Source: an optimization exercise on an open RTL-to-GDS flow (aim: small area). Production flows keep margins and buffers that such runs may drop. Where RTL was checked, it was by simulation tests only, not by an equivalence proof against the original. Function not checked in runs 6 and 7: the RTL went through the layout flow alone. Power and IR drop assume default switching activity.

==> flow/design.v <==
package rlrs_pkg;
  localparam int unsigned LINE_DEPTH = 64;
  localparam int unsigned LINE_AW    = $clog2(LINE_DEPTH);
  localparam int unsigned PREFIX_LEN = 7;
  localparam int unsigned TEXT_LEN   = 9;
  localparam int unsigned IDENT_MAX  = 8;
  localparam logic [8*PREFIX_LEN-1:0] SEL_PREFIX = 56'h20_54_43_45_4C_45_53;
  localparam logic [7:0] CHAR_LF = 8'h0A;
  localparam logic [7:0] CHAR_CR = 8'h0D;
  typedef enum logic [1:0] {
    OP_BYTE = 2'd0,
    OP_ACK  = 2'd1,
    OP_READ = 2'd2
  } op_e;
  typedef enum logic [0:0] {
    CFG_UNIT_IDENT = 1'b0,
    CFG_IDENT_LEN  = 1'b1
  } cfg_idx_e;
  typedef enum logic [2:0] {
    MODE_RECV    = 3'b001,
    MODE_HELD    = 3'b010,
    MODE_DISCARD = 3'b100
  } mode_e;
  typedef struct packed {
    logic [1:0] operation;
    logic [7:0] byte_value;
    logic [5:0] read_index;
  } in_word_t;
  typedef struct packed {
    logic       line_ready;
    logic [5:0] line_length;
    logic       transmit_off;
    logic       discarding;
    logic [7:0] read_data;
  } out_word_t;
  typedef struct packed {
    logic                  prefix_ok;
    logic [LINE_AW-1:0]    length;
    logic [TEXT_LEN*8-1:0] text;
  } sel_line_t;
endpackage
module rlrs_select_cmp
(
  input  logic [8*rlrs_pkg::PREFIX_LEN-1:0] prefix_i,
  input  logic [8*rlrs_pkg::TEXT_LEN-1:0]   text_i,
  input  logic [rlrs_pkg::LINE_AW-1:0]      len_i,
  input  logic [63:0] unit_ident_i,
  input  logic [3:0]  n_chars_i,
  output logic        other_o
);
  logic       go;
  logic       res;
  logic       tin, iin;
  logic [7:0] tc, ic;
  always_comb begin
    go  = 1'b1;
    res = 1'b0;
    for (int k = 0; k < rlrs_pkg::TEXT_LEN; k++) begin
      tin = rlrs_pkg::LINE_AW'(rlrs_pkg::PREFIX_LEN + k) < len_i;
      iin = (k < rlrs_pkg::IDENT_MAX) && (4'(k) < n_chars_i);
      tc  = text_i[8*k +: 8];
      ic  = unit_ident_i[8*(k % rlrs_pkg::IDENT_MAX) +: 8];
      if (go) begin
        if (tin && iin) begin
          if (tc != ic)          begin res = 1'b1; go = 1'b0; end
          else if (tc == 8'h00)  begin res = 1'b0; go = 1'b0; end
        end else if (tin) begin
          res = (tc != 8'h00); go = 1'b0;
        end else if (iin) begin
          res = (ic != 8'h00); go = 1'b0;
        end else begin
          res = 1'b0; go = 1'b0;
        end
      end
    end
    other_o = (len_i >= rlrs_pkg::LINE_AW'(rlrs_pkg::PREFIX_LEN)) &&
              (prefix_i == rlrs_pkg::SEL_PREFIX) && res;
  end
endmodule
module rs485_line_receiver_select_top
(
  input  logic        clk_i,
  input  logic        rst_ni,
  input  logic        cfg_we_i,
  input  logic [0:0]  cfg_index_i,
  input  logic [63:0] cfg_data_i,
  input  logic        in_valid_i,
  output logic        in_ready_o,
  input  rlrs_pkg::in_word_t    in_word_i,
  output logic        out_valid_o,
  input  logic        out_ready_i,
  output rlrs_pkg::out_word_t   out_word_o
);
  localparam int unsigned NSTORE = rlrs_pkg::LINE_DEPTH - 1;
  logic [63:0]        unit_ident_q;
  logic               ident_set_q;
  logic [3:0]         n_chars_q;
  logic               held_q, disc_q;
  logic [rlrs_pkg::LINE_AW-1:0] wp_q, wp_d;
  logic [rlrs_pkg::LINE_AW-1:0] ridx_q, ridx_d;
  logic               toff_q, toff_d;
  logic               out_valid_q;
  logic [7:0]         line_mem_q [NSTORE];
  logic               held_d, disc_d;
  logic               accept;
  logic               eol;
  logic               wr;
  logic               toff;
  logic [NSTORE-1:0]  sel;
  logic [7:0]         rd_data;
  logic [8*rlrs_pkg::PREFIX_LEN-1:0] prefix;
  logic [8*rlrs_pkg::TEXT_LEN-1:0]   text;
  assign accept     = in_valid_i && in_ready_o;
  assign in_ready_o = !out_valid_q || out_ready_i;
  assign eol        = (in_word_i.byte_value == rlrs_pkg::CHAR_LF) || (in_word_i.byte_value == rlrs_pkg::CHAR_CR);
  always_comb begin
    for (int k = 0; k < rlrs_pkg::PREFIX_LEN; k++) prefix[8*k +: 8] = line_mem_q[k];
    for (int k = 0; k < rlrs_pkg::TEXT_LEN; k++)   text[8*k +: 8]   = line_mem_q[rlrs_pkg::PREFIX_LEN + k];
  end
  rlrs_select_cmp u_sel (
    .prefix_i     (prefix),
    .text_i       (text),
    .len_i        (wp_q),
    .unit_ident_i (unit_ident_q),
    .n_chars_i    (ident_set_q ? n_chars_q : 4'd0),
    .other_o      (toff)
  );
  always_comb begin
    held_d = held_q;
    disc_d = disc_q;
    wp_d   = wp_q;
    wr     = 1'b0;
    toff_d = 1'b0;
    ridx_d = '1;
    case (in_word_i.operation)
      rlrs_pkg::OP_BYTE: begin
        if (disc_q) begin
          if (eol) begin
            disc_d = 1'b0;
            wp_d   = '0;
          end
        end else if (!held_q) begin
          if (eol) begin
            held_d = 1'b1;
            toff_d = toff;
          end else begin
            wr = 1'b1;
            if (wp_q == '1) begin
              disc_d = 1'b1;
              wp_d   = '0;
            end else begin
              wp_d = wp_q + 1'b1;
            end
          end
        end
      end
      rlrs_pkg::OP_ACK: begin
        held_d = 1'b0;
        disc_d = 1'b0;
        wp_d   = '0;
      end
      rlrs_pkg::OP_READ: begin
        if (held_q && in_word_i.read_index < wp_q) begin
          ridx_d = in_word_i.read_index;
        end
      end
      default: ;
    endcase
  end
  always_ff @(posedge clk_i or negedge rst_ni) begin
    if (!rst_ni) begin
      ident_set_q <= 1'b0;
      n_chars_q   <= '0;
    end else if (cfg_we_i) begin
      case (cfg_index_i)
        rlrs_pkg::CFG_UNIT_IDENT: ident_set_q <= 1'b1;
        rlrs_pkg::CFG_IDENT_LEN:  n_chars_q   <= cfg_data_i[3] ? 4'd8 : {1'b0, cfg_data_i[2:0]};
        default: ;
      endcase
    end
  end
  always_ff @(posedge clk_i) begin
    if (cfg_we_i && cfg_index_i == rlrs_pkg::CFG_UNIT_IDENT) begin
      unit_ident_q <= cfg_data_i;
    end
  end
  always_ff @(posedge clk_i or negedge rst_ni) begin
    if (!rst_ni) begin
      held_q      <= 1'b0;
      disc_q      <= 1'b0;
      wp_q        <= '0;
      out_valid_q <= 1'b0;
    end else begin
      if (accept) begin
        held_q      <= held_d;
        disc_q      <= disc_d;
        wp_q        <= wp_d;
        out_valid_q <= 1'b1;
      end else if (out_ready_i) begin
        out_valid_q <= 1'b0;
      end
    end
  end
  always_ff @(posedge clk_i) begin
    if (accept) begin
      ridx_q <= ridx_d;
      toff_q <= toff_d;
    end
  end
  always_comb begin
    for (int i = 0; i < NSTORE; i++) sel[i] = (wp_q == rlrs_pkg::LINE_AW'(i));
  end
  always_ff @(posedge clk_i) begin
    for (int i = 0; i < NSTORE; i++) begin
      if (accept && wr && sel[i]) line_mem_q[i] <= in_word_i.byte_value;
    end
  end
  logic [7:0] rd_tab [rlrs_pkg::LINE_DEPTH];
  always_comb begin
    for (int i = 0; i < NSTORE; i++) rd_tab[i] = line_mem_q[i];
    rd_tab[NSTORE] = 8'h00;
  end
  assign rd_data = rd_tab[ridx_q];
  always_comb begin
    out_word_o.line_ready   = held_q;
    out_word_o.line_length  = held_q ? wp_q : '0;
    out_word_o.transmit_off = toff_q;
    out_word_o.discarding   = disc_q;
    out_word_o.read_data    = rd_data;
  end
  assign out_valid_o = out_valid_q;
endmodule
==> flow/run.sh <==
#!/bin/bash
# synth_recipe.tcl (not shown) runs the flow's synth.tcl, then flattens the netlist and writes it again
# the make line also repeats each setting of config.mk as NAME=value (left out here)
make -C /OpenROAD-flow-scripts/flow DESIGN_CONFIG=/design/flow/config.mk WORK_HOME=/design/flow/orfs CLKGATE_MAP_FILE= SYNTH_SCRIPT=/design/flow/synth_recipe.tcl finish
==> flow/config.mk <==
export PLATFORM = sky130hd
export DESIGN_NAME = rs485_line_receiver_select_top
export DESIGN_NICKNAME = rs485_line_receiver_select_top
export VERILOG_FILES = /design/flow/design.v
export SDC_FILE = /design/flow/constraint.sdc
export NUM_CORES = 4
export LEC_CHECK = 0
export CAP_MARGIN = 20
export CORE_MARGIN = 2
export CORE_UTILIZATION = 40
export CTS_BUF_LIST = sky130_fd_sc_hd__clkbuf_4
export CTS_CLUSTER_SIZE = 30
export SLEW_MARGIN = 20
==> flow/constraint.sdc <==
create_clock -name core_clock -period 5.0 [get_ports {clk_i}]
set_input_delay 1.0000 -clock core_clock [delete_from_list [all_inputs] [get_ports {clk_i}]]
set_output_delay 1.0000 -clock core_clock [all_outputs]
set_load 0.01 [all_outputs]
==> results of run 1 <==
Yosys cell counts (all sizes together), types with 9 or more instances:
| library cell | instances | area [µm²] |
|---|---|---|
| edfxtp | 575 | 17300 |
| ha | 10 | 125 |
| nor2 | 146 | 556 |
| a221oi | 58 | 508 |
| o21ai | 22 | 110 |
| nor2b | 9 | 56.3 |
| a22o | 59 | 517 |
| nand2b | 17 | 106 |
| xor2 | 44 | 385 |
| buf | 14 | 86.3 |
| nor4 | 52 | 340 |
| a22oi | 117 | 878 |
| nor3 | 19 | 95.1 |
| clkbuf | 14 | 52.6 |
| nand3 | 34 | 170 |
| a21oi | 32 | 160 |
| xnor2 | 20 | 194 |
| nand2 | 57 | 214 |
| dfrtp | 14 | 350 |
| nand4 | 54 | 338 |
where the power goes:
group | switching, mW | internal (mW) | leakage (nW)
registers | 0.0831 | 5.48 | 5.36
logic | 0.295 | 0.150 | 2.93
clock network | 2.03 | 2.36 | 1.20
how the worst min path moves through the flow:
| stage | startpoint | end | slack (ns) | cells after the start |
|---|---|---|---|---|
| after floorplan | n_chars_q[0] | n_chars_q[0] | 0.52 | 2 |
| after CTS | in_word_i[8] | line_mem_q[27][2] | 0.24 | 1 |
| after global routing | in_word_i[8] | line_mem_q[27][2] | 0.31 | 1 |
| final | in_word_i[8] | line_mem_q[48][2] | 0.33 | 1 |
| after global placement | out_valid_q | out_valid_q | 0.52 | 2 |
| after detailed placement | out_valid_q | out_valid_q | 0.53 | 2 |
state kept, by name, summed over array words and instances (netlist names):
| signal | flops |
|---|---|
| disc_q | 1 |
| unit_ident_q | 64 |
| ident_set_q | 1 |
| line_mem_q | 504 |
| n_chars_q | 4 |
| held_q | 1 |
| out_valid_q | 1 |
| toff_q | 1 |
| ridx_q | 6 |
| wp_q | 6 |
timing repair:
item                       in CTS  in global routing
hold buffers                    0                  0
gates resized for setup        88                 24
setup endpoints to repair       8                  8
pin swaps                       6                 10
buffers inserted                1                 12
cloned                          0                  0
routing by layer:
metal	global-route usage, %	up-vias
met5	0	-
met1	43.0	8645
met3	10.2	316
met4	18.6	0
li1	-	6849
met2	46.2	1669
cell type report:
type                       count  area, µm²  share of cell area [%]
antenna                        6       15.0                  0.0523
clock buffer                 230       1730                    6.02
clock inverter                39        308                    1.07
inverter                       8       30.0                   0.105
multi-input combinational    821       5870                    20.4
sequential                   589      17600                    61.4
tap                          765        957                    3.34
timing repair buffer         258       2170                    7.57
worst max-delay path, stage by stage, from the launching register on:
cell and delay [ns]:
edfxtp_1 0.48, nor2b_2 0.25, nand2_2 0.17, nor2_1 0.07, buf_4 0.23, a22oi_2 0.38
nand4_1 0.24, nor4_4 0.50, buf_4 0.19, a21oi_1 0.12, clkdlybuf4s50_1 0.51
metrics by stage:
stage                     TNS, ns  area, µm²  total power, mW  std cells  setup slack [ns]
after detailed placement        0      26000             6.10       2428             0.511
after CTS                 -0.0324      28500             10.4       2698           -0.0127
after floorplan                 0      23100             5.83       1446             0.623
after global placement          0      26000             6.09       2427            0.0166
final                      -0.281      28700             10.4       2716            -0.154
after global routing       -0.415      28700             10.7       2713            -0.118
logic make-up (layout without fill, tap and decap cells):
logic type / count (synthesis) / in the layout / synth area share (%)
multiplexers: 1 / 1 / 0.0487
adder cells (fa/ha/maj): 10 / 10 / 0.541
AND/OR/NAND/NOR: 422 / 422 / 9.24
other: 0 / 6 / 0
XOR/XNOR: 64 / 64 / 2.50
flip-flops: 589 / 589 / 76.2
buffers and inverters: 36 / 535 / 0.730
AO/OA/AOI/OAI: 324 / 324 / 10.8
==> notes.md, run 1 <==
DR vias/cell: 6.44
Die Footprint: 59800 µm²
Initial Utilization: 40.2%
max cap viols: 0
crit share post-route: 103%
#FFs+latches synth: 589
Worst Skew: 0.0596 ns
critical path class: reg2out
sequential-to-total area share from yosys stat: 76.2%
share of flip-flops with an asynchronous set or reset: 2.38%
Max Slew Vio Count: 0
clock latency on the worst-skew pair: 1.01 ns
CTS tree: built
core footprint: 57500 µm²
die height: 244 µm
PnR worst setup slack: -0.154 ns
CTS Buf Count: 157
Worst-Margin Slew: 1.26 ns
Crit. Startpoint: ridx_q[2]
Syn Inst Count: 1446
Synthesized Nets: 1542
layout cells sized above 1: 26.6%
Layout fillers: 4928
Post-DP HPWL: 67.5 mm
Synth cell types: 60
Static Leak: 9.48 nW
Synth Flop Type: edfxtp_1
most frequent cells in the layout: edfxtp_1 (575), clkbuf_4 (230), buf_4 (152)
worst min-delay path class: in2reg
pwr dens: 362 nW/µm²
routed vias: 17500
port bufs: 104
largest net degree at the start of global routing: 64
post-layout util: 49.9%
Hold Vio Cnt, Final: 0
vias in the first global route: 16700
Top Metal Used: met4
clock sink count: 589
final WL: 96.4 mm
met2 WL post-DR: 41.2 mm
Worst Setup Start Kind: flop
Failing Checks: setup timing
status: complete, but fails checks
all-layer global routing usage: 32.1%
Final Setup Violations: 3
CTS Root Cell: clkbuf_4
Syn Std Cell Area: 23100 µm²
Area Growth Syn to Fin: 24.1%
GPL Wtd Cong: 1.06
reg2reg setup slack: 1.50 ns
Worst slew margin: 15.3%
RSZ-0062 raised after global routing: yes
worst-path fanout max: 7
commonest non-fill, non-tap cell in the layout: edfxtp_1
antenna violations before repair: 4
CP required: 4.00 ns
Final Net Count: 1931
Peak VDD IR: 0.000207 V
Max clock buf depth: 3
ANT nets after route: 0
number of synthesized flops with an enable pin: 575
R2R Path Start: held_q
Routed met1 length: 35.3 mm
Hold Slack: 0.325 ns
Die W: 244 µm
residual DRC count: 0
first-pass iteration count of the detailed router: 5
Warnings, synthesis: 4
Worst R2R Path Depth: 4
1st-iter DRT viols: 3114
RR Endpoint: line_mem_q[39][5]
global-route wire length before repair: 130 mm
min Tclk post-route: 5.15 ns
Setup crit end kind: output port
critical path endpoint: out_word_o[4]
I/O pins: 105
Routed WL per cell: 35.5 µm
critical path arrival: 4.15 ns
H-tree levels: 4
WL met3: 13.9 mm
Mean Syn Cell Area: 16.0 µm²
Fmax: 194 MHz
grt total ovfl: 0
Site Rows: 88
Clock transition at path regs: 0.06 ns
==> run 2: changes to the inputs <==
--- a/flow/design.v
+++ b/flow/design.v
@@ -99,3 +99,3 @@
   logic [rlrs_pkg::LINE_AW-1:0] wp_q, wp_d;
-  logic [rlrs_pkg::LINE_AW-1:0] ridx_q, ridx_d;
+  logic [7:0]         rdata_q, rdata_d;
   logic               toff_q, toff_d;
@@ -133,3 +133,3 @@
     toff_d = 1'b0;
-    ridx_d = '1;
+    rdata_d = 8'h00;
     case (in_word_i.operation)
@@ -163,3 +163,3 @@
         if (held_q && in_word_i.read_index < wp_q) begin
-          ridx_d = in_word_i.read_index;
+          rdata_d = rd_data;
         end
@@ -205,3 +205,3 @@
     if (accept) begin
-      ridx_q <= ridx_d;
+      rdata_q <= rdata_d;
       toff_q <= toff_d;
@@ -222,3 +222,3 @@
   end
-  assign rd_data = rd_tab[ridx_q];
+  assign rd_data = rd_tab[in_word_i.read_index];
   always_comb begin
@@ -228,3 +228,3 @@
     out_word_o.discarding   = disc_q;
-    out_word_o.read_data    = rd_data;
+    out_word_o.read_data    = rdata_q;
   end
--- a/flow/config.mk
+++ b/flow/config.mk
@@ -7,7 +7,7 @@
 export LEC_CHECK = 0
-export CAP_MARGIN = 20
+export CAP_MARGIN = 0
 export CORE_MARGIN = 2
 export CORE_UTILIZATION = 40
-export CTS_BUF_LIST = sky130_fd_sc_hd__clkbuf_4
-export CTS_CLUSTER_SIZE = 30
-export SLEW_MARGIN = 20
+export CTS_CLUSTER_DIAMETER = 80
+export CTS_CLUSTER_SIZE = 25
+export SLEW_MARGIN = 0
==> run 2 against run 1 <==
The layout fails its checks (capacitance limit, slew limit). Final cell count down 7.8%. First-iteration DRC count decreased by 6.6%. Synthesized cell count rose by 3.3%. Design area fell by 5.7%. Largest cell class unchanged. Via count is 5.2% lower. Register-to-register slack improved by 0.12 ns. Core utilization fell by 3.0 points. Synthesized area increased by 1.1%. Worst hold slack better by 0.23 ns.
==> notes.md, run 2 <==
CP required: 5.50 ns
post-CTS sizing: 0
CTS hold repair buffers: 0
Worst R2R Path Depth: 5
Warnings, synthesis: 4
Clock transition at path regs: 0.10 ns
Area Growth Syn to Fin: 15.7%
Setup crit end kind: flop
final WL: 97.5 mm
core footprint: 57700 µm²
H-tree levels: 1
setup TNS: 0 ns
Worst slew margin: -2.18%
reg2reg setup slack: 1.62 ns
Worst Setup Start Kind: primary input
Die Footprint: 60400 µm²
most common cell in the synthesized netlist: edfxtp_1
RSZ-0062 raised after global routing: no
port bufs: 104
worst-path fanout max: 17
Final Net Count: 1812
layout cells sized above 1: 11.5%
number of synthesized flops with an enable pin: 577
Max Slew Vio Count: 17
Failing Checks: capacitance limit, slew limit
commonest non-fill, non-tap cell in the layout: edfxtp_1
DR vias/cell: 6.62
I/O pins: 105
Synth area leader: edfxtp_1
Initial Utilization: 40.5%
PnR worst setup slack: 0.797 ns
Worst-Margin Slew: 1.53 ns
CTS tree: built
CP top delay family: simple AND/OR/NAND/NOR gates
top-area cell type share of the netlist area: 74.1%
most frequent cells in the layout: edfxtp_1 (577), a22oi_1 (226), nor2_1 (130)
Mean Syn Cell Area: 15.7 µm²
number of flip-flops in the largest register: 504
Max clock buf depth: 3
Die W: 246 µm
postcts setup bufs: 0
vias in the first global route: 15700
register with the most flip-flops: line_mem_q
#FFs+latches synth: 591
Syn Inst Count: 1493
biggest regs: line_mem_q x504, unit_ident_q x64, rdata_q x8
global-route wire length before repair: 131 mm
critical path class: in2reg
largest net degree at the start of global routing: 64
crit-path max cell delay: 1.21 ns
Worst Skew: 0.0252 ns
commonest cells in the netlist: edfxtp_1 (577), a22oi_1 (226), nor2_1 (131)
antenna violations before repair: 2
Syn Std Cell Area: 23400 µm²
hold path startpoint: out_valid_q
Site Rows: 88
Post-DP HPWL: 70.0 mm
CTS Buf Count: 31
post-layout util: 46.9%
first-pass iteration count of the detailed router: 8
clock latency on the worst-skew pair: 0.65 ns
all-layer global routing usage: 32.0%
Buffers & Inverters on Critical Path: 1
routed vias: 16600
critical path arrival: 4.70 ns
RR Endpoint: line_mem_q[8][3]
CP max-delay cell: nor2_1
die height: 246 µm
share of flip-flops with an asynchronous set or reset: 2.37%
Hold Path Stages: 2
grt total ovfl: 0
sequential-to-total area share from yosys stat: 75.6%
Layout fillers: 4996
1st-iter DRT viols: 2909
endpoint of the worst hold path: out_valid_q
Final Setup Violations: 0
Hold Vio Cnt, Final: 0
dpl cells: 2448
Fmax: 238 MHz
ANT nets after route: 0
GPL Wtd Cong: 1.11
CP Cell Sequence: clkdlybuf4s50_1, nand4bb_1, nor2_1, a22oi_1, nand4_1, nor2_1, nand4_1, o211a_1
pwr dens: 335 nW/µm²
Synth Flop Type: edfxtp_1
Static Leak: 8.64 nW
worst min-delay path class: reg2reg
max cap viols: 2
residual DRC count: 0
crit share post-route: 84.1%
status: complete, but fails checks
Synth area leaders: edfxtp_1 (74%), a22oi_1 (7.3%), nor2_1 (2.1%)
Peak VDD IR: 0.000243 V
R2R Path Start: disc_q
Non-Filler Instances: 2505
Synth cell types: 64
CTS Root Cell: clkbuf_16
min Tclk post-route: 4.20 ns
clock sink count: 591
Routed WL per cell: 38.9 µm
Synthesized Nets: 1589
dpl ws: 0.556 ns
run 2: cell count changes after synthesis, sizes merged, moves of 8 or more:
cell    change
a22oi     +109
nand3       -9
a221oi     -54
nand2      +37
nor2b       -8
o211a       +9
a22o       -55
xnor2      +35
xor2       -35
run 2: per-stage QoR:
stage | hold WS [ns] | area, µm² | total power [mW]
6_report | 0.555 | 27000 | 9.06
5_1_grt | 0.615 | 27000 | 9.27
2_1_floorplan | 0.510 | 23400 | 5.91
3_5_place_dp | 0.540 | 26100 | 6.26
4_1_cts | 0.565 | 27000 | 9.05
3_3_place_gp | 0.525 | 26100 | 6.26
run 2: cells by family after synthesis:
logic type                 Yosys count  synth area share [%]
AOI/OAI and AO/OA                  332                  10.5
xor gates and xnor gates            64                  2.40
adders and majority gates           10                 0.535
buffers and inverters               39                 0.840
DFF                                591                  75.6
muxes                                1                0.0481
and+or+nand+nor                    456                  10.1
run 2: tightest hold or removal path, stage by stage, from the launching register on:
cell	delay, ns
dfrtp_1	0.35
nand2b_1	0.09
nand2b_1	0.08
run 2: metal layers:
| layer | part of all wire (%) | vias to the layer above | GRT usage, % |
|---|---|---|---|
| met5 | 0 | - | 0 |
| li1 | - | 6490 | - |
| met3 | 13 | 302 | 7.89 |
| met2 | 43 | 1521 | 47.3 |
| met1 | 36 | 8259 | 42.2 |
| met4 | 7.8 | 0 | 20.4 |
run 2: area by class of cell:
| cell class | instances | area [µm²] | area share (%) |
|---|---|---|---|
| Inverter | 8 | 30.0 | 0.111 |
| Tap cell | 765 | 957 | 3.54 |
| Antenna cell | 3 | 7.51 | 0.0278 |
| Timing Repair Buffer | 221 | 1880 | 6.95 |
| Clock inverter | 16 | 153 | 0.564 |
| Multi-Input combinational cell | 863 | 5520 | 20.4 |
| Sequential cell | 591 | 17700 | 65.4 |
| Clock buffer | 38 | 823 | 3.04 |
run 2: worst max-delay path by stage:
stage	from	endpoint	slack, ns	cells past startpoint
CTS	in_word_i[5]	rdata_q[4]	1.21	9
detailed placement	in_word_i[5]	rdata_q[4]	0.56	9
finish	in_word_i[1]	rdata_q[4]	0.80	8
global route	in_word_i[4]	rdata_q[4]	0.97	9
floorplan	cfg_index_i[0]	unit_ident_q[0]	0.62	1
global placement	in_word_i[4]	rdata_q[0]	0.34	9
run 2: report_power, final:
| group | switching (mW) | internal (mW) |
|---|---|---|
| sequential | 0.0878 | 5.50 |
| combinational | 0.411 | 0.185 |
| clock | 1.66 | 1.22 |
| total | 2.16 | 6.90 |
==> run 3: changes to the inputs <==
--- a/flow/config.mk
+++ b/flow/config.mk
@@ -12,2 +12,3 @@
 export CTS_CLUSTER_SIZE = 25
+export GPL_TIMING_DRIVEN = 0
 export SLEW_MARGIN = 0
==> run 3 against run 2 <==
The layout still fails its checks (capacitance limit, slew limit). Routed wire length fell by 4.9%. Synthesized area unchanged. Die area did not move. Sequential power about the same. Non-clock buffer count down 62. Global-route usage fell by 1.5 points. Core utilization decreased by 0.52 points.
==> notes.md, run 3 <==
Peak VDD IR: 0.000350 V
first-pass iteration count of the detailed router: 6
ANT nets after route: 0
GPL Wtd Cong: 0.997
critical path arrival: 5.13 ns
dpl ws: 0.0130 ns
FF+latch area: 17700 µm²
post-layout instance area: 26800 µm²
Synth Area in XOR/XNOR: 2.40%
clock sink count: 591
register with the most flip-flops: line_mem_q
Synth Area in Adders: 0.535%
Max clock buf depth: 3
Mean Syn Cell Area: 15.7 µm²
min Tclk post-route: 4.64 ns
1st-iter DRT viols: 2526
Non-Filler Instances: 2430
Post-DP HPWL: 65.5 mm
grt total ovfl: 0
share of flip-flops with an asynchronous set or reset: 2.37%
Layout fillers: 5027
CP required: 5.49 ns
crit-path max cell delay: 1.26 ns
Synthesized Nets: 1589
met2 Track Usage GR: 46.2%
DR vias/cell: 6.46
all-layer global routing usage: 30.5%
Syn Inst Count: 1493
CP max-delay cell: nor2_1
routed vias: 15700
Final Net Count: 1749
Synth Flop Type: edfxtp_1
RSZ-0062 raised after global routing: no
Worst Skew: 0.0215 ns
number of synthesized flops with an enable pin: 577
Sw Ratio: 23.4%
net switching power: 2.13 mW
Initial Utilization: 40.5%
Worst slew margin: -10.4%
Synth Area in Compound Gates: 10.5%
die height: 246 µm
CTS tree: built
H-tree levels: 1
max cap viols: 8
pwr dens: 340 nW/µm²
Die Footprint: 60400 µm²
Synth area leaders: edfxtp_1 (74%), a22oi_1 (7.3%), nor2_1 (2.1%)
worst min-delay path class: reg2reg
port bufs: 104
Worst-Margin Slew: 1.65 ns
met3 usage: 8.20%
Setup crit end kind: flop
Synth cell types: 64
Hold Vio Cnt, Final: 0
commonest non-fill, non-tap cell in the layout: edfxtp_1
Synth area leader: edfxtp_1
Warnings, synthesis: 4
Final Power: 9.09 mW
top-area cell type share of the netlist area: 74.1%
dpl cells: 2384
post-layout util: 46.4%
Site Rows: 88
core footprint: 57700 µm²
largest net degree at the start of global routing: 45
CP Cell Sequence: clkdlybuf4s50_1, buf_2, nand4bb_1, nor2_1, a22oi_1, nand4_1, nor4_1, nand3_1, o211a_1
commonest cells in the netlist: edfxtp_1 (577), a22oi_1 (226), nor2_1 (131)
Area Growth Syn to Fin: 14.4%
Gate power share: 7.1%
Clock transition at path regs: 0.09 ns
Worst Setup Start Kind: primary input
vias in the first global route: 14900
biggest regs: line_mem_q x504, unit_ident_q x64, rdata_q x8
Post-DP Area: 25800 µm²
final WL: 92.7 mm
number of flip-flops in the largest register: 504
Routed WL per cell: 38.2 µm
global-route wire length before repair: 125 mm
CTS Root Cell: clkbuf_16
sequential share of power: 61.1%
layout cells sized above 1: 8.77%
Static Leak: 8.30 nW
clock network power share: 31.8%
clock latency on the worst-skew pair: 0.64 ns
area of the multi-input gates: 5580 µm²
postcts setup bufs: 0
crit share post-route: 92.8%
PnR worst setup slack: 0.359 ns
CTS Buf Count: 30
residual DRC count: 0
#FFs+latches synth: 591
sequential-to-total area share from yosys stat: 75.6%
Syn Std Cell Area: 23400 µm²
critical path class: in2reg
Failing Checks: capacitance limit, slew limit
setup TNS: 0 ns
ant diodes: 0
Int Pwr: 6.95 mW
Synth Area in Simple Gates: 10.1%
Fmax: 215 MHz
antenna violations before repair: 3
most common cell in the synthesized netlist: edfxtp_1
Top Usage Layer GRT: met2
post-synthesis mux area share: 0.0482%
status: complete, but fails checks
worst-path fanout max: 10
CTS hold repair buffers: 0
Max Slew Vio Count: 63
Final Setup Violations: 0
Hold Slack: 0.538 ns
post-CTS sizing: 0
I/O pins: 105
most frequent cells in the layout: edfxtp_1 (577), a22oi_1 (226), nor2_1 (111)
met1 usage: 40.7%
largest family of logic cells by synthesized area: compound AO/OA/AOI/OAI gates
Die W: 246 µm
-- run 3: cell counts after synthesis --
Identical to the previous run, type by type.
-- run 3: cell type report --
cell class	instances	share of cell area (%)
flip-flops and latches	591	66.1
multi-input cells	863	20.9
repair buffers	128	5.23
well taps	765	3.58
clock buffers	31	2.90
plain buffers	31	0.622
clock inverters	13	0.603
inverters	8	0.112
-- run 3: logic make-up (layout without fill, tap and decap cells) --
kind of cell / after synthesis / in the layout
multiplexers: 1 / 1
buffers and inverters: 39 / 211
AND/OR/NAND/NOR: 456 / 456
AO/OA/AOI/OAI: 332 / 332
flip-flops: 591 / 591
adder cells (fa/ha/maj): 10 / 10
XOR/XNOR: 64 / 64
-- run 3: path summary, 6_finish.rpt --
path	from	endpoint	slack, ns	cells past startpoint
setup / recovery	in_word_i[2]	rdata_q[7]	0.36	9
hold / removal	out_valid_q	out_valid_q	0.54	2
setup reg to reg	held_q	line_mem_q[52][6]	1.15	6
hold reg to reg	out_valid_q	out_valid_q	0.54	2
max in group asynchronous	rst_ni	held_q	3.68	1
min in group asynchronous	rst_ni	ident_set_q	0.82	1
-- run 3: per-layer routing --
| metal | vias to the layer above | wire (µm) |
|---|---|---|
| met5 | - | 25 |
| met4 | 4 | 5460 |
| met3 | 214 | 11100 |
| met2 | 1112 | 40700 |
| met1 | 8020 | 35400 |
| li1 | 6357 | - |
-- run 3: power by group through the flow --
| stage | combinational [mW] | sequential [mW] | clock (mW) |
|---|---|---|---|
| floorplan | 0.267 | 5.65 | 0 |
| global placement | 0.590 | 5.68 | 0 |
| detailed placement | 0.616 | 5.66 | 0 |
| CTS | 0.621 | 5.55 | 2.89 |
| global route | 0.674 | 5.56 | 3.02 |
| finish | 0.641 | 5.55 | 2.89 |
-- run 3: worst max-delay path, delay by kind of cell --
family / cells / cell delay [ns]
buf+inv: 2 / 0.95
compound gates: 2 / 0.80
simple gates: 5 / 2.35
==> run 4: changes to the inputs <==
--- a/flow/config.mk
+++ b/flow/config.mk
@@ -7,8 +7,5 @@
 export LEC_CHECK = 0
-export CAP_MARGIN = 0
+export CAP_MARGIN = 20
 export CORE_MARGIN = 2
 export CORE_UTILIZATION = 40
-export CTS_CLUSTER_DIAMETER = 80
-export CTS_CLUSTER_SIZE = 25
-export GPL_TIMING_DRIVEN = 0
-export SLEW_MARGIN = 0
+export SLEW_MARGIN = 20
==> run 4 against run 3 <==
Now clean on timing, DRC and antenna. Worst hold slack better by 0.0051 ns. Clock power grew 54%. Maximum frequency is 22% higher. Global-route usage increased by 1.8 points. Count of clock-buffer cells in the layout increased by 46. Design area up 4.7%. Critical endpoint is now rdata_q[0]. Highest routed layer unchanged.
==> notes.md, run 4 <==
Worst-Margin Slew: 1.28 ns
met2 WL post-DR: 41.5 mm
Top Metal Used: met5
die height: 246 µm
FF+latch area: 17700 µm²
sequential-to-total area share from yosys stat: 75.6%
DR vias/cell: 6.53
critical path class: in2reg
most common cell in the synthesized netlist: edfxtp_1
Static Leak: 9.11 nW
residual DRC count: 0
Fmax: 263 MHz
top-area cell type share of the netlist area: 74.1%
ANT nets after route: 0
Synth area leader: edfxtp_1
CTS tree: built
Max Slew Vio Count: 0
critical path arrival: 4.19 ns
Final Power: 10.6 mW
biggest regs: line_mem_q x504, unit_ident_q x64, rdata_q x8
first-pass iteration count of the detailed router: 6
layout cells sized above 1: 13.6%
RSZ-0062 raised after global routing: no
dpl cells: 2449
final WL: 97.7 mm
Synth area leaders: edfxtp_1 (74%), a22oi_1 (7.3%), nor2_1 (2.1%)
post-layout instance area: 28000 µm²
Max clock buf depth: 3
most frequent cells in the layout: edfxtp_1 (577), a22oi_1 (226), nor2_1 (126)
CTS Buf Count: 60
Layout fillers: 4935
Synth cell types: 64
CP max-delay cell: clkdlybuf4s50_1
grt total ovfl: 0
area of the multi-input gates: 5530 µm²
Final Setup Violations: 0
Worst slew margin: 14.6%
Non-Filler Instances: 2562
WL met3: 12.9 mm
Setup crit end kind: flop
CP required: 5.39 ns
commonest non-fill, non-tap cell in the layout: edfxtp_1
Site Rows: 88
H-tree levels: 2
Worst Setup Start Kind: primary input
Post-DP HPWL: 70.1 mm
share of flip-flops with an asynchronous set or reset: 2.37%
port bufs: 104
number of flip-flops in the largest register: 504
Syn Std Cell Area: 23400 µm²
Syn Inst Count: 1493
1st-iter DRT viols: 2935
Die Footprint: 60400 µm²
all-layer global routing usage: 32.3%
Final Net Count: 1842
Peak VDD IR: 0.000274 V
Initial Utilization: 40.5%
Clock transition at path regs: 0.06 ns
vias in the first global route: 16000
Routed met1 length: 35.7 mm
GPL Wtd Cong: 1.11
Synthesized Nets: 1589
Post-DP Area: 26100 µm²
Mean Syn Cell Area: 15.7 µm²
CP Cell Sequence: clkdlybuf4s50_1, nand4b_1, nor2_1, buf_4, a22oi_1, nand4_1, nor3_1, nand3_1, o211a_1
clock sink count: 591
setup TNS: 0 ns
commonest cells in the netlist: edfxtp_1 (577), a22oi_1 (226), nor2_1 (131)
largest net degree at the start of global routing: 64
min Tclk post-route: 3.80 ns
CTS Root Cell: clkbuf_16
Hold Vio Cnt, Final: 0
Die W: 246 µm
global-route wire length before repair: 132 mm
clock latency on the worst-skew pair: 0.65 ns
status: finished clean
Worst Skew: 0.0311 ns
I/O pins: 105
register with the most flip-flops: line_mem_q
crit-path max cell delay: 0.87 ns
number of synthesized flops with an enable pin: 577
postcts setup bufs: 0
max cap viols: 0
Area Growth Syn to Fin: 19.8%
pwr dens: 379 nW/µm²
routed vias: 16700
Warnings, synthesis: 4
worst-path fanout max: 17
CTS hold repair buffers: 0
Synth Flop Type: edfxtp_1
core footprint: 57700 µm²
#FFs+latches synth: 591
worst min-delay path class: reg2reg
antenna violations before repair: 2
post-CTS sizing: 0
crit share post-route: 76.0%
Routed WL per cell: 38.1 µm
run 4: final timing paths:
kind	cells past startpoint	endpoint	slack, ns	startpoint
hold / removal	2	out_valid_q	0.54	out_valid_q
min in group asynchronous	1	n_chars_q[0]	0.79	rst_ni
max in group asynchronous	1	wp_q[4]	3.73	rst_ni
setup reg to reg	6	line_mem_q[19][7]	1.72	held_q
hold reg to reg	2	out_valid_q	0.54	out_valid_q
setup / recovery	9	rdata_q[0]	1.20	in_word_i[3]
run 4: stage by stage:
stage | hold slack, ns | setup WS (ns) | utilization (%)
2_1_floorplan | 0.510 | 0.623 | -
3_3_place_gp | 0.525 | 0.338 | 45.2
3_5_place_dp | 0.534 | 0.624 | 45.2
4_1_cts | 0.550 | 1.28 | 48.5
5_1_grt | 0.576 | 1.15 | 48.6
6_report | 0.543 | 1.20 | 48.6
run 4: cells by family (layout without fill, tap and decap cells):
logic type	Yosys count	after routing	synth area share, %
compound gates	332	332	10.5
simple gates	456	456	10.1
mux	1	1	0.0481
other cells	0	1	0
fa+ha+maj	10	10	0.535
xor+xnor	64	64	2.40
buf+inv	39	342	0.840
flops	591	591	75.6
run 4: layout make-up:
cell class	count	area share, %
Clock buffer	77	5.66
Inverter	8	0.107
Tap cell	765	3.42
Sequential cell	591	63.1
Multi-Input combinational cell	863	19.7
Antenna cell	1	0.00893
Timing Repair Buffer	222	6.76
Clock inverter	35	1.19
run 4: critical path, delay by kind of cell:
kind / cells / cell delay, ns
AND/OR/NAND/NOR: 5 / 1.43
buffers and inverters: 2 / 1.07
AO/OA/AOI/OAI: 2 / 0.66
run 4: layer usage:
metal / track usage [%] / vias to the layer above
li1: - / 6584
met1: 42.4 / 8343
met2: 47.0 / 1467
met3: 8.83 / 320
met4: 21.5 / 4
met5: 0.163 / -
run 4: power by group:
group          switching [mW]  total (mW)  internal (mW)
clock network            1.94        4.45           2.51
logic                   0.405       0.590          0.186
registers              0.0893        5.59           5.50
==> run 5: changes to the inputs <==
==> flow/flow/run.sh (new file) <==
#!/bin/bash
# Own layout flow: the standard steps (standard.sh), with two changes to how
# the layout is made: every input and output port gets a buf_1 cell as its port
# buffer (instead of clkdlybuf4s50_1), and clock tree synthesis runs without
# dummy loads and with larger sink clusters. Each step's full output goes to a
# log file of its own in the work folder; ORFS's own logs stay under orfs/logs/.
set -euo pipefail
bash standard.sh synth > log_synth.txt 2>&1
bash standard.sh floorplan > log_floorplan.txt 2>&1
bash standard.sh place "BUFFER_PORTS_ARGS=-buffer_cell sky130_fd_sc_hd__buf_1" > log_place.txt 2>&1
bash standard.sh cts "CTS_ARGS=-sink_clustering_enable -repair_clock_nets -dont_use_dummy_load -sink_clustering_size 25 -sink_clustering_max_diameter 80" > log_cts.txt 2>&1
bash standard.sh finish > log_finish.txt 2>&1
==> flow/standard.sh (new file) <==
#!/bin/bash
# synth_recipe.tcl (not shown) runs the flow's synth.tcl, then flattens the netlist and writes it again
# the make line also repeats each setting of config.mk as NAME=value (left out here)
make -C /OpenROAD-flow-scripts/flow DESIGN_CONFIG=/design/flow/config.mk WORK_HOME=/design/flow/orfs CLKGATE_MAP_FILE= SYNTH_SCRIPT=/design/flow/synth_recipe.tcl "${@:-finish}"
--- a/flow/config.mk
+++ b/flow/config.mk
@@ -10,2 +10,3 @@
 export CORE_UTILIZATION = 40
+export GPL_TIMING_DRIVEN = 0
 export SLEW_MARGIN = 20
removed: flow/run.sh
==> run 5 against run 4 <==
Still clean. Clock skew is 0.046 ns higher. Combinational power increased by 5.1%. Sequential share of layout area rose by 3.9 points. Critical path depth stayed put. Global-route usage fell by 1.7 points. Power fell by 16%.
==> notes.md, run 5 <==
status: finished clean
commonest non-fill, non-tap cell in the layout: edfxtp_1
Final Setup Violations: 0
core footprint: 57700 µm²
routed vias: 15800
Worst Setup Start Kind: primary input
Hold Vio Cnt, Final: 0
Worst Skew: 0.0767 ns
RSZ-0062 raised after global routing: no
largest net degree at the start of global routing: 37
Peak VDD IR: 0.000287 V
die height: 246 µm
Static Leak: 8.11 nW
#FFs+latches synth: 591
worst-path fanout max: 10
Non-Filler Instances: 2434
H-tree levels: 2
Worst R2R Path Depth: 6
crit share post-route: 86.9%
setup TNS: 0 ns
post-CTS sizing: 0
Fmax: 230 MHz
min Tclk post-route: 4.34 ns
GPL Wtd Cong: 0.982
Warnings, synthesis: 4
Synth cell types: 64
Max Slew Vio Count: 0
number of flip-flops in the largest register: 504
I/O pins: 105
R2R Path Start: held_q
top-area cell type share of the netlist area: 74.1%
pwr dens: 339 nW/µm²
Max clock buf depth: 3
biggest regs: line_mem_q x504, unit_ident_q x64, rdata_q x8
sequential-to-total area share from yosys stat: 75.6%
Synth Flop Type: edfxtp_1
ANT nets after route: 0
Post-DP HPWL: 67.6 mm
number of synthesized flops with an enable pin: 577
port bufs: 104
Mean Syn Cell Area: 15.7 µm²
postcts setup bufs: 0
dpl ws: 0.226 ns
Clock transition at path regs: 0.08 ns
Layout fillers: 5038
critical path arrival: 4.67 ns
clock sink count: 591
grt total ovfl: 0
Setup crit end kind: flop
register with the most flip-flops: line_mem_q
CTS hold repair buffers: 0
PnR worst setup slack: 0.656 ns
Worst-Margin Slew: 1.27 ns
commonest cells in the netlist: edfxtp_1 (577), a22oi_1 (226), nor2_1 (131)
clock latency on the worst-skew pair: 0.61 ns
ant diodes: 0
CTS Buf Count: 34
Syn Inst Count: 1493
Routed WL per cell: 38.2 µm
worst min-delay path class: in2async
reg2reg setup slack: 1.30 ns
first-pass iteration count of the detailed router: 7
Die W: 246 µm
all-layer global routing usage: 30.6%
RR Endpoint: line_mem_q[20][2]
1st-iter DRT viols: 2532
residual DRC count: 0
layout cells sized above 1: 11.6%
Synthesized Nets: 1589
FF+latch area: 17700 µm²
Synth area leader: edfxtp_1
antenna violations before repair: 2
Worst slew margin: 15.0%
Synth area leaders: edfxtp_1 (74%), a22oi_1 (7.3%), nor2_1 (2.1%)
Area Growth Syn to Fin: 12.9%
Syn Std Cell Area: 23400 µm²
share of flip-flops with an asynchronous set or reset: 2.37%
Die Footprint: 60400 µm²
most frequent cells in the layout: edfxtp_1 (577), a22oi_1 (226), buf_1 (97)
global-route wire length before repair: 124 mm
vias in the first global route: 14900
area of the multi-input gates: 5690 µm²
CTS Root Cell: clkbuf_16
most common cell in the synthesized netlist: edfxtp_1
critical path class: in2reg
final WL: 93.0 mm
DR vias/cell: 6.50
CTS tree: built
max cap viols: 0
Initial Utilization: 40.5%
CP required: 5.33 ns
Site Rows: 88
dpl cells: 2400
Final Net Count: 1767
run 5: cell counts after synthesis:
No cell type changed its count.
run 5: layer usage:
| metal | routed length (µm) | part of all wire [%] | GRT usage [%] |
|---|---|---|---|
| met1 | 35200 | 38 | 41.0 |
| met3 | 11000 | 12 | 7.02 |
| met2 | 40900 | 44 | 46.5 |
| met5 | 13 | 0.014 | 0 |
| met4 | 5940 | 6.4 | 16.6 |
run 5: worst max path at each step:
stage | from | to | slack [ns]
5_1_grt | in_word_i[6] | line_mem_q[20][3] | 0.61
4_1_cts | in_word_i[6] | line_mem_q[50][5] | 0.83
3_5_place_dp | in_word_i[6] | line_mem_q[50][5] | 0.23
3_3_place_gp | in_word_i[6] | line_mem_q[38][0] | -2.15
6_report | in_word_i[4] | rdata_q[0] | 0.66
2_1_floorplan | cfg_index_i[0] | unit_ident_q[0] | 0.62
run 5: layout make-up:
class | instances | area share (%)
sequential | 591 | 67.0
clock buffer | 34 | 3.22
timing repair buffer | 142 | 3.87
tap | 765 | 3.63
buffer | 31 | 0.631
inverter | 8 | 0.114
multi-input combinational | 863 | 21.6
run 5: critical path: stages:
cell,delay (ns)
buf_1,0.23
or2_2,0.21
clkbuf_1,0.60
nor2_1,0.45
a22oi_1,0.82
nand4_1,0.24
nor3_1,0.46
nand3_1,0.39
o211a_1,0.26
run 5: cell families (layout without fill, tap and decap cells):
logic type,count (synthesis),after routing,synth area share (%)
and+or+nand+nor,456,456,10.1
muxes,1,1,0.0481
xor gates and xnor gates,64,64,2.40
DFF,591,591,75.6
AOI/OAI and AO/OA,332,332,10.5
adders and majority gates,10,10,0.535
buffers and inverters,39,215,0.840
run 5: per-stage QoR:
step           hold WS, ns  utilization [%]  area, µm²  power (mW)
6_report             0.517             45.7      26400        8.94
5_1_grt              0.546             45.7      26400        9.14
4_1_cts              0.531             45.7      26400        8.93
3_5_place_dp         0.524             44.3      25500        6.26
3_3_place_gp         0.522             42.9      24700        6.23
2_1_floorplan        0.510                -      23400        5.91
run 5: report_power, final:
part           internal [mW]  switching (mW)  leakage [nW]  total (mW)
logic                  0.175           0.445          2.29       0.620
registers               5.49          0.0569          5.40        5.55
clock network           1.22            1.55         0.419        2.77
==> run 6: changes to the inputs <==
--- a/flow/design.v
+++ b/flow/design.v
@@ -41,39 +41,19 @@
 endpackage
-module rlrs_select_cmp
+module rlrs_tcell
 (
-  input  logic [8*rlrs_pkg::PREFIX_LEN-1:0] prefix_i,
-  input  logic [8*rlrs_pkg::TEXT_LEN-1:0]   text_i,
-  input  logic [rlrs_pkg::LINE_AW-1:0]      len_i,
-  input  logic [63:0] unit_ident_i,
-  input  logic [3:0]  n_chars_i,
-  output logic        other_o
+  input  logic q_i,
+  input  logic we_i,
+  input  logic we_ni,
+  input  logic x_i,
+  output logic d_o
 );
-  logic       go;
-  logic       res;
-  logic       tin, iin;
-  logic [7:0] tc, ic;
-  always_comb begin
-    go  = 1'b1;
-    res = 1'b0;
-    for (int k = 0; k < rlrs_pkg::TEXT_LEN; k++) begin
-      tin = rlrs_pkg::LINE_AW'(rlrs_pkg::PREFIX_LEN + k) < len_i;
-      iin = (k < rlrs_pkg::IDENT_MAX) && (4'(k) < n_chars_i);
-      tc  = text_i[8*k +: 8];
-      ic  = unit_ident_i[8*(k % rlrs_pkg::IDENT_MAX) +: 8];
-      if (go) begin
-        if (tin && iin) begin
-          if (tc != ic)          begin res = 1'b1; go = 1'b0; end
-          else if (tc == 8'h00)  begin res = 1'b0; go = 1'b0; end
-        end else if (tin) begin
-          res = (tc != 8'h00); go = 1'b0;
-        end else if (iin) begin
-          res = (ic != 8'h00); go = 1'b0;
-        end else begin
-          res = 1'b0; go = 1'b0;
-        end
-      end
-    end
-    other_o = (len_i >= rlrs_pkg::LINE_AW'(rlrs_pkg::PREFIX_LEN)) &&
-              (prefix_i == rlrs_pkg::SEL_PREFIX) && res;
-  end
+  assign d_o = ~((q_i | we_i) & (x_i | we_ni));
+endmodule
+module rlrs_rsel3
+(
+  input  logic [2:0] s_i,
+  input  logic [2:0] d_i,
+  output logic       y_no
+);
+  assign y_no = ~((s_i[0] & d_i[0]) | (s_i[1] & d_i[1]) | (s_i[2] & d_i[2]));
 endmodule
@@ -102,3 +82,7 @@
   logic               out_valid_q;
-  logic [7:0]         line_mem_q [NSTORE];
+  localparam int unsigned NPLAIN = 16;
+  logic [7:0]         line_mem_q [NPLAIN];
+  logic [8*(NSTORE-NPLAIN)-1:0] line_alt_q;
+  logic               flip_q;
+  logic [7:0]         din_alt;
   logic               held_d, disc_d;
@@ -119,10 +103,31 @@
   end
-  rlrs_select_cmp u_sel (
-    .prefix_i     (prefix),
-    .text_i       (text),
-    .len_i        (wp_q),
-    .unit_ident_i (unit_ident_q),
-    .n_chars_i    (ident_set_q ? n_chars_q : 4'd0),
-    .other_o      (toff)
-  );
+  logic [3:0] n_chars;
+  logic       cmp_go, cmp_res, tin, iin;
+  logic [7:0] tc, ic;
+  assign n_chars = ident_set_q ? n_chars_q : 4'd0;
+  always_comb begin
+    cmp_go  = 1'b1;
+    cmp_res = 1'b0;
+    tin = 1'b0; iin = 1'b0; tc = '0; ic = '0;
+    for (int k = 0; k < rlrs_pkg::TEXT_LEN; k++) begin
+      tin = rlrs_pkg::LINE_AW'(rlrs_pkg::PREFIX_LEN + k) < wp_q;
+      iin = (k < rlrs_pkg::IDENT_MAX) && (4'(k) < n_chars);
+      tc  = text[8*k +: 8];
+      ic  = unit_ident_q[8*(k % rlrs_pkg::IDENT_MAX) +: 8];
+      if (cmp_go) begin
+        if (tin && iin) begin
+          if (tc != ic)          begin cmp_res = 1'b1; cmp_go = 1'b0; end
+          else if (tc == 8'h00)  begin cmp_res = 1'b0; cmp_go = 1'b0; end
+        end else if (tin) begin
+          cmp_res = (tc != 8'h00); cmp_go = 1'b0;
+        end else if (iin) begin
+          cmp_res = (ic != 8'h00); cmp_go = 1'b0;
+        end else begin
+          cmp_res = 1'b0; cmp_go = 1'b0;
+        end
+      end
+    end
+    toff = (wp_q >= rlrs_pkg::LINE_AW'(rlrs_pkg::PREFIX_LEN)) &&
+           (prefix == rlrs_pkg::SEL_PREFIX) && cmp_res;
+  end
   always_comb begin
@@ -213,3 +218,3 @@
   always_ff @(posedge clk_i) begin
-    for (int i = 0; i < NSTORE; i++) begin
+    for (int i = 0; i < NPLAIN; i++) begin
       if (accept && wr && sel[i]) line_mem_q[i] <= in_word_i.byte_value;
@@ -217,8 +222,46 @@
   end
-  logic [7:0] rd_tab [rlrs_pkg::LINE_DEPTH];
-  always_comb begin
-    for (int i = 0; i < NSTORE; i++) rd_tab[i] = line_mem_q[i];
-    rd_tab[NSTORE] = 8'h00;
-  end
-  assign rd_data = rd_tab[in_word_i.read_index];
+  logic [NSTORE-1:NPLAIN] alt_we, alt_we_n;
+  logic [8*(NSTORE-NPLAIN)-1:0] line_alt_d;
+  assign din_alt = in_word_i.byte_value ^ {8{flip_q}};
+  always_comb begin
+    for (int i = NPLAIN; i < NSTORE; i++) begin
+      alt_we[i]   = accept && wr && sel[i];
+      alt_we_n[i] = !(accept && wr && sel[i]);
+    end
+  end
+  for (genvar i = NPLAIN; i < NSTORE; i++) begin : g_alt
+    for (genvar b = 0; b < 8; b++) begin : g_bit
+      rlrs_tcell u_t (
+        .q_i   (line_alt_q[8*(i-NPLAIN) + b]),
+        .we_i  (alt_we[i]),
+        .we_ni (alt_we_n[i]),
+        .x_i   (din_alt[b]),
+        .d_o   (line_alt_d[8*(i-NPLAIN) + b])
+      );
+    end
+  end
+  always_ff @(posedge clk_i) begin
+    flip_q     <= !flip_q;
+    line_alt_q <= line_alt_d;
+  end
+  logic [NSTORE-1:0]  rsel;
+  logic [7:0]         rd_raw;
+  logic [20:0]        rd_part_n [8];
+  logic [8*NSTORE-1:0] mem_flat;
+  always_comb begin
+    for (int i = 0; i < NSTORE; i++) rsel[i] = (in_word_i.read_index == rlrs_pkg::LINE_AW'(i));
+    for (int i = 0; i < NPLAIN; i++) mem_flat[8*i +: 8] = line_mem_q[i];
+    mem_flat[8*NSTORE-1:8*NPLAIN] = line_alt_q;
+  end
+  for (genvar b = 0; b < 8; b++) begin : g_rbit
+    for (genvar j = 0; j < 21; j++) begin : g_rgrp
+      rlrs_rsel3 u_r (
+        .s_i  (rsel[3*j +: 3]),
+        .d_i  ({mem_flat[8*(3*j+2) + b], mem_flat[8*(3*j+1) + b], mem_flat[8*(3*j) + b]}),
+        .y_no (rd_part_n[b][j])
+      );
+    end
+    assign rd_raw[b] = ~&rd_part_n[b];
+  end
+  assign rd_data = rd_raw ^ {8{flip_q && in_word_i.read_index >= 6'(NPLAIN)}};
   always_comb begin
--- a/flow/config.mk
+++ b/flow/config.mk
@@ -12 +12,2 @@
 export SLEW_MARGIN = 20
+export SYNTH_HIERARCHICAL = 1
==> run 6 against run 5 <==
Design area fell by 7.2%. Clock skew fell by 0.033 ns. Worst hold slack got worse by 0.069 ns. First-iteration DRC count rose by 11%. Count of clock-buffer cells in the layout fell by 5.
==> notes.md, run 6 <==
Post-DP Area: 23800 µm²
CTS tree: built
global-route wire length before repair: 105 mm
residual DRC count: 0
setup TNS: 0 ns
min Tclk post-route: 4.52 ns
most frequent cells in the layout: dfxtp_1 (377), o22ai_1 (376), edfxtp_1 (201)
most common cell in the synthesized netlist: dfxtp_1
RSZ-0062 raised after global routing: no
Warnings, synthesis: 10
biggest regs: line_alt_q x376, line_mem_q x128, unit_ident_q x64
Worst Skew: 0.0437 ns
CTS hold repair buffers: 0
met2 Track Usage GR: 38.4%
post-layout instance area: 24500 µm²
Mean Syn Cell Area: 12.2 µm²
number of synthesized flops with an enable pin: 201
1st-iter DRT viols: 2804
CP required: 5.29 ns
CTS Buf Count: 29
Die W: 238 µm
core footprint: 53900 µm²
clock latency on the worst-skew pair: 0.61 ns
Final Setup Violations: 0
Worst-Margin Slew: 1.12 ns
port bufs: 104
area of the multi-input gates: 7650 µm²
pwr dens: 342 nW/µm²
Post-DP HPWL: 51.6 mm
critical path arrival: 4.81 ns
Synth area leaders: dfxtp_1 (35%), edfxtp_1 (28%), o22ai_1 (11%)
number of flip-flops in the largest register: 376
top-area cell type share of the netlist area: 34.6%
commonest cells in the netlist: dfxtp_1 (377), o22ai_1 (376), edfxtp_1 (201)
ANT nets after route: 0
#FFs+latches synth: 592
commonest non-fill, non-tap cell in the layout: dfxtp_1
Initial Utilization: 40.5%
Max clock buf depth: 3
Max Slew Vio Count: 0
first-pass iteration count of the detailed router: 9
Site Rows: 85
layout cells sized above 1: 5.04%
status: finished clean
FF+latch area: 13900 µm²
Synth Flop Type: dfxtp_1
GPL Wtd Cong: 0.985
met1 usage: 33.2%
postcts setup bufs: 0
met3 usage: 3.65%
largest net degree at the start of global routing: 30
register with the most flip-flops: line_alt_q
Final Power: 8.39 mW
Synth cell types: 65
Worst Setup Start Kind: primary input
Layout fillers: 4882
Fmax: 221 MHz
Area Growth Syn to Fin: 12.3%
worst min-delay path class: reg2reg
critical path class: in2reg
grt total ovfl: 0
CTS Root Cell: clkbuf_16
Hold Vio Cnt, Final: 0
Syn Std Cell Area: 21800 µm²
Synthesized Nets: 1890
post-CTS sizing: 0
Worst slew margin: 25.0%
Setup crit end kind: flop
Final Net Count: 2044
H-tree levels: 1
Clock transition at path regs: 0.10 ns
Static Leak: 8.32 nW
share of flip-flops with an asynchronous set or reset: 2.36%
vias in the first global route: 16600
crit share post-route: 90.4%
DR vias/cell: 6.59
Top Usage Layer GRT: met2
Routed WL per cell: 26.7 µm
Syn Inst Count: 1794
Synth area leader: dfxtp_1
all-layer global routing usage: 24.4%
Die Footprint: 56400 µm²
Peak VDD IR: 0.000252 V
routed vias: 17400
die height: 238 µm
max cap viols: 0
sequential-to-total area share from yosys stat: 63.9%
antenna violations before repair: 4
I/O pins: 105
worst-path fanout max: 10
final WL: 70.6 mm
clock sink count: 592
[run 6: changes by cell type after synthesis, moves of 43 or more]
cell      previous run  this run
o22ai_1              2       376
nand3_1             25        68
inv_1                8        58
dfxtp_1              0       377
a22oi_1            226         0
edfxtp_1           577       201
a222oi_1             7       168
[run 6: per-stage QoR]
stage	instances	utilization [%]	hold WS [ns]	worst slack (ns)
2_1_floorplan	1794	-	0.421	0.623
3_3_place_gp	2594	42.8	0.428	-1.21
3_5_place_dp	2613	44.0	0.436	0.142
4_1_cts	2642	45.4	0.449	0.748
5_1_grt	2644	45.4	0.458	0.451
6_report	2648	45.4	0.448	0.480
[run 6: power by group]
| group | total (mW) | internal (mW) | switching, mW |
|---|---|---|---|
| Sequential | 5.15 | 5.07 | 0.0808 |
| Combinational | 0.741 | 0.214 | 0.527 |
| Clock | 2.50 | 1.03 | 1.46 |
| Total | 8.39 | 6.32 | 2.07 |
[run 6: path summary, 6_finish.rpt]
check	from	depth (start not counted)	endpoint	slack, ns
setup reg to reg	wp_q[0]	7	line_alt_q[117]	1.02
min in group asynchronous	rst_ni	1	n_chars_q[0]	0.49
setup / recovery	in_word_i[5]	11	rdata_q[6]	0.48
hold / removal	line_alt_q[370]	1	line_alt_q[370]	0.45
hold reg to reg	line_alt_q[370]	1	line_alt_q[370]	0.45
max in group asynchronous	rst_ni	1	wp_q[4]	3.95
[run 6: cell type report]
class                      instances  share of cell area, %
tap                              696                   3.56
buffer                            35                  0.731
antenna                            6                 0.0613
sequential                       592                   56.9
timing repair buffer             123                   3.66
multi-input combinational       1109                   31.3
inverter                          58                  0.889
clock buffer                      29                   2.96
[run 6: critical path: stages]
cell and delay (ns):
buf_1 0.36, nand2b_1 0.17, clkbuf_1 0.42, clkbuf_1 0.52
nor2_1 0.26, a222oi_1 0.57, nand4_1 0.33, nor4_1 0.60
nand4_1 0.30, xor2_1 0.22, nor2_1 0.06
[run 6: logic make-up (layout without fill, tap and decap cells)]
group | after synthesis | in the layout | synth area share [%]
other | 0 | 6 | 0
buffers and inverters | 93 | 245 | 1.81
DFF | 592 | 592 | 63.9
adders and majority gates | 10 | 10 | 0.574
AOI/OAI and AO/OA | 610 | 610 | 20.6
muxes | 1 | 1 | 0.0516
xor gates and xnor gates | 80 | 80 | 3.21
and+or+nand+nor | 408 | 408 | 9.91
[run 6: layer usage]
layer	vias to the layer above	part of all wire [%]
met5	-	0.013
met4	2	5.3
met3	197	9.3
met2	1035	45
met1	8445	40
li1	7767	-
[run 6: modules after synthesis, one instance, submodules excluded]
module                          cells  times used  cell area (µm²)  flip-flops and latches
rlrs_rsel3                          1         168             10.0                       0
rlrs_tcell                          1         376             6.26                       0
rs485_line_receiver_select_top   1250           1            17800                     592
==> run 7: changes to the inputs <==
--- a/flow/config.mk
+++ b/flow/config.mk
@@ -9,3 +9,3 @@
 export CORE_MARGIN = 2
-export CORE_UTILIZATION = 40
+export CORE_UTILIZATION = 65
 export GPL_TIMING_DRIVEN = 0
==> run 7 against run 6 <==
Sequential share of layout area rose by 0.75 points. Routed wire length fell by 3.4%. First-iteration DRC count up 24%. Critical path type unchanged. Count of clock-buffer cells in the layout is the same. Combinational power down 2%. Via count increased by 4.6%. Die area fell by 38%. Still clean.
==> notes.md, run 7 <==
PnR worst setup slack: 0.393 ns
antenna violations before repair: 4
status: finished clean
clock sink count: 592
Hold Path Stages: 1
Site Rows: 67
Static Leak: 8.32 nW
hold path startpoint: line_alt_q[248]
net switching power: 2.00 mW
Sw Ratio: 24.1%
Routed WL per cell: 28.4 µm
commonest non-fill, non-tap cell in the layout: dfxtp_1
Worst slew margin: 34.3%
post-synthesis mux area share: 0.0516%
largest net degree at the start of global routing: 30
CP max-delay cell: nor4_1
Buffers & Inverters on Critical Path: 3
Setup crit end kind: flop
port bufs: 104
min Tclk post-route: 4.61 ns
worst min-delay path class: reg2reg
Non-Filler Instances: 2400
first-pass iteration count of the detailed router: 14
Die Footprint: 35000 µm²
vias in the first global route: 17000
Warnings, synthesis: 10
Synth Area in XOR/XNOR: 3.21%
share of flip-flops with an asynchronous set or reset: 2.36%
Max clock buf depth: 3
core footprint: 33300 µm²
critical path class: in2reg
sequential share of power: 61.9%
Synthesized Nets: 1890
Hold Vio Cnt, Final: 0
Fmax: 217 MHz
cell count along the critical path: 11
CTS tree: built
largest family of logic cells by synthesized area: compound AO/OA/AOI/OAI gates
ANT nets after route: 0
Synth Flop Type: dfxtp_1
Clock transition at path regs: 0.10 ns
R2R Path Start: out_valid_q
number of synthesized flops with an enable pin: 201
1st-iter DRT viols: 3469
Worst R2R Path Depth: 9
CP top delay family: simple AND/OR/NAND/NOR gates
commonest cells in the netlist: dfxtp_1 (377), o22ai_1 (376), edfxtp_1 (201)
Initial Utilization: 65.5%
Synth cell types: 65
Synth Area in Compound Gates: 20.6%
dpl ws: 0.0895 ns
Post-DP Area: 23400 µm²
routed vias: 18200
reg2reg setup slack: 1.32 ns
endpoint of the worst hold path: line_alt_q[248]
number of flip-flops in the largest register: 376
residual DRC count: 0
CTS hold repair buffers: 0
die height: 187 µm
Syn Inst Count: 1794
Gate power share: 8.7%
CP Cell Sequence: buf_1, nand2b_1, clkbuf_1, clkbuf_1, nor2_1, a222oi_1, nand4_1, nor4_1, nand4_1, xor2_1, nor2_1
RR Endpoint: line_alt_q[191]
CTS Root Cell: clkbuf_16
global-route wire length before repair: 104 mm
most common cell in the synthesized netlist: dfxtp_1
setup TNS: 0 ns
CTS Buf Count: 29
crit-path max cell delay: 0.91 ns
crit share post-route: 92.1%
Layout fillers: 2328
Synth area leaders: dfxtp_1 (35%), edfxtp_1 (28%), o22ai_1 (11%)
all-layer global routing usage: 38.4%
CP required: 5.32 ns
grt total ovfl: 0
max cap viols: 0
Int Pwr: 6.31 mW
Synth Area in Adders: 0.574%
RSZ-0062 raised after global routing: no
dpl cells: 2366
most frequent cells in the layout: dfxtp_1 (377), o22ai_1 (376), edfxtp_1 (201)
Die W: 187 µm
Final Net Count: 2046
Post-DP HPWL: 48.9 mm
Final Setup Violations: 0
Area Growth Syn to Fin: 10.8%
DR vias/cell: 7.60
I/O pins: 105
GPL Wtd Cong: 0.993
Mean Syn Cell Area: 12.2 µm²
H-tree levels: 1
sequential-to-total area share from yosys stat: 63.9%
Max Slew Vio Count: 0
biggest regs: line_alt_q x376, line_mem_q x128, unit_ident_q x64
clock latency on the worst-skew pair: 0.60 ns
post-CTS sizing: 0
postcts setup bufs: 0
Synth area leader: dfxtp_1
Worst Skew: 0.0547 ns
Synth Area in Simple Gates: 9.91%
layout cells sized above 1: 5.08%
Worst-Margin Slew: 0.982 ns
final WL: 68.2 mm
pwr dens: 344 nW/µm²
clock network power share: 29.4%
top-area cell type share of the netlist area: 34.6%
Peak VDD IR: 0.000389 V
post-layout instance area: 24200 µm²
#FFs+latches synth: 592
critical path arrival: 4.92 ns
register with the most flip-flops: line_alt_q
Worst Setup Start Kind: primary input
Syn Std Cell Area: 21800 µm²
worst-path fanout max: 10
-- run 7: final cells by class --
cell class / instances / area, µm² / area share (%)
Antenna cell: 4 / 10.0 / 0.0414
Buffer: 35 / 179 / 0.740
Clock buffer: 29 / 726 / 3.00
Inverter: 58 / 218 / 0.901
Multi-Input combinational cell: 1109 / 7650 / 31.7
Sequential cell: 592 / 13900 / 57.6
Tap cell: 448 / 561 / 2.32
Timing Repair Buffer: 125 / 893 / 3.70
-- run 7: Yosys stat by module (local to each module, per instance) --
module,flops+latches,copies in the design,area (µm²),cells inside
rlrs_rsel3,0,168,10.0,1
rs485_line_receiver_select_top,592,1,17800,1250
rlrs_tcell,0,376,6.26,1
-- run 7: cell families (layout without fill, tap and decap cells) --
kind of cell               Yosys count  count (layout)
DFF                                592             592
AOI/OAI and AO/OA                  610             610
muxes                                1               1
and+or+nand+nor                    408             408
other                                0               4
buffers and inverters               93             247
xor gates and xnor gates            80              80
adders and majority gates           10              10
-- run 7: worst max-delay path by stage --
stage / from / slack, ns / endpoint
after floorplan: cfg_index_i[0] / 0.62 / unit_ident_q[0]
after global placement: in_word_i[11] / -0.88 / line_alt_q[69]
after detailed placement: in_word_i[4] / 0.09 / rdata_q[5]
after CTS: in_word_i[5] / 0.69 / rdata_q[5]
after global routing: in_word_i[5] / 0.41 / rdata_q[5]
final: in_word_i[5] / 0.39 / rdata_q[5]
-- run 7: power groups by stage --
stage	registers, mW	logic (mW)	clock network (mW)
2_1_floorplan	5.23	0.351	0
3_3_place_gp	5.26	0.611	0
3_5_place_dp	5.25	0.681	0
4_1_cts	5.14	0.683	2.47
5_1_grt	5.16	0.749	2.62
6_report	5.15	0.723	2.45
-- run 7: through the flow --
step           utilization (%)  hold slack, ns  power, mW
2_1_floorplan                -           0.421       5.59
3_3_place_gp              68.4           0.429       5.87
3_5_place_dp              70.4           0.436       5.94
4_1_cts                   72.6           0.448       8.30
5_1_grt                   72.6           0.461       8.52
6_report                  72.6           0.447       8.32
-- run 7: layer usage --
metal | part of all wire, % | up-vias | global-route usage, % | wire [µm]
met4 | 6.8 | 2 | 21.3 | 4650
li1 | - | 7782 | - | -
met2 | 45 | 1350 | 59.2 | 30400
met5 | 0.019 | - | 0 | 13
met3 | 11 | 269 | 6.68 | 7320
met1 | 38 | 8846 | 52.0 | 25800

-- static timing again, ports no longer ideal --
In the flow no input, the clock included, has a driving cell. The finished layouts below were timed again as built, in two steps. Step 1: set_driving_cell puts a clkbuf_16 on clk_i and a buf_2 on each other input, an assumption about the parent block. Step 2 adds t to the input delays and takes it off the output delays; t is the mean of the earliest and latest rising clock arrival at the registers after step 1. Input paths then give back, and output paths get back, about the clock's delay inside the block. a / b / c = ideal ports / drivers / drivers and shift; a / b = the first two.
| run | t (ns) | setup slack, ns | worst register clock-pin slew, ns | pins driven straight from the clock port |
|---|---|---|---|---|
| run 1 | 1.058 | -0.154 / -0.217 / 0.383 | 0.08 / 0.08 | 1 |
| run 2 | 0.695 | 0.797 / 0.810 / 0.116 | 0.11 / 0.11 | 1 |
| run 3 | 0.693 | 0.359 / 0.400 / -0.293 | 0.11 / 0.11 | 1 |
| run 4 | 0.703 | 1.200 / 1.210 / 0.507 | 0.07 / 0.07 | 1 |
| run 5 | 0.631 | 0.656 / 0.692 / 0.061 | 0.10 / 0.10 | 1 |
| run 6 | 0.645 | 0.480 / 0.510 / -0.135 | 0.10 / 0.10 | 1 |
| run 7 | 0.633 | 0.393 / 0.423 / -0.209 | 0.10 / 0.10 | 1 |
The setup slack of run 4, which loses most, moves by +0.010 ns with the drivers and by -0.693 ns with both steps.
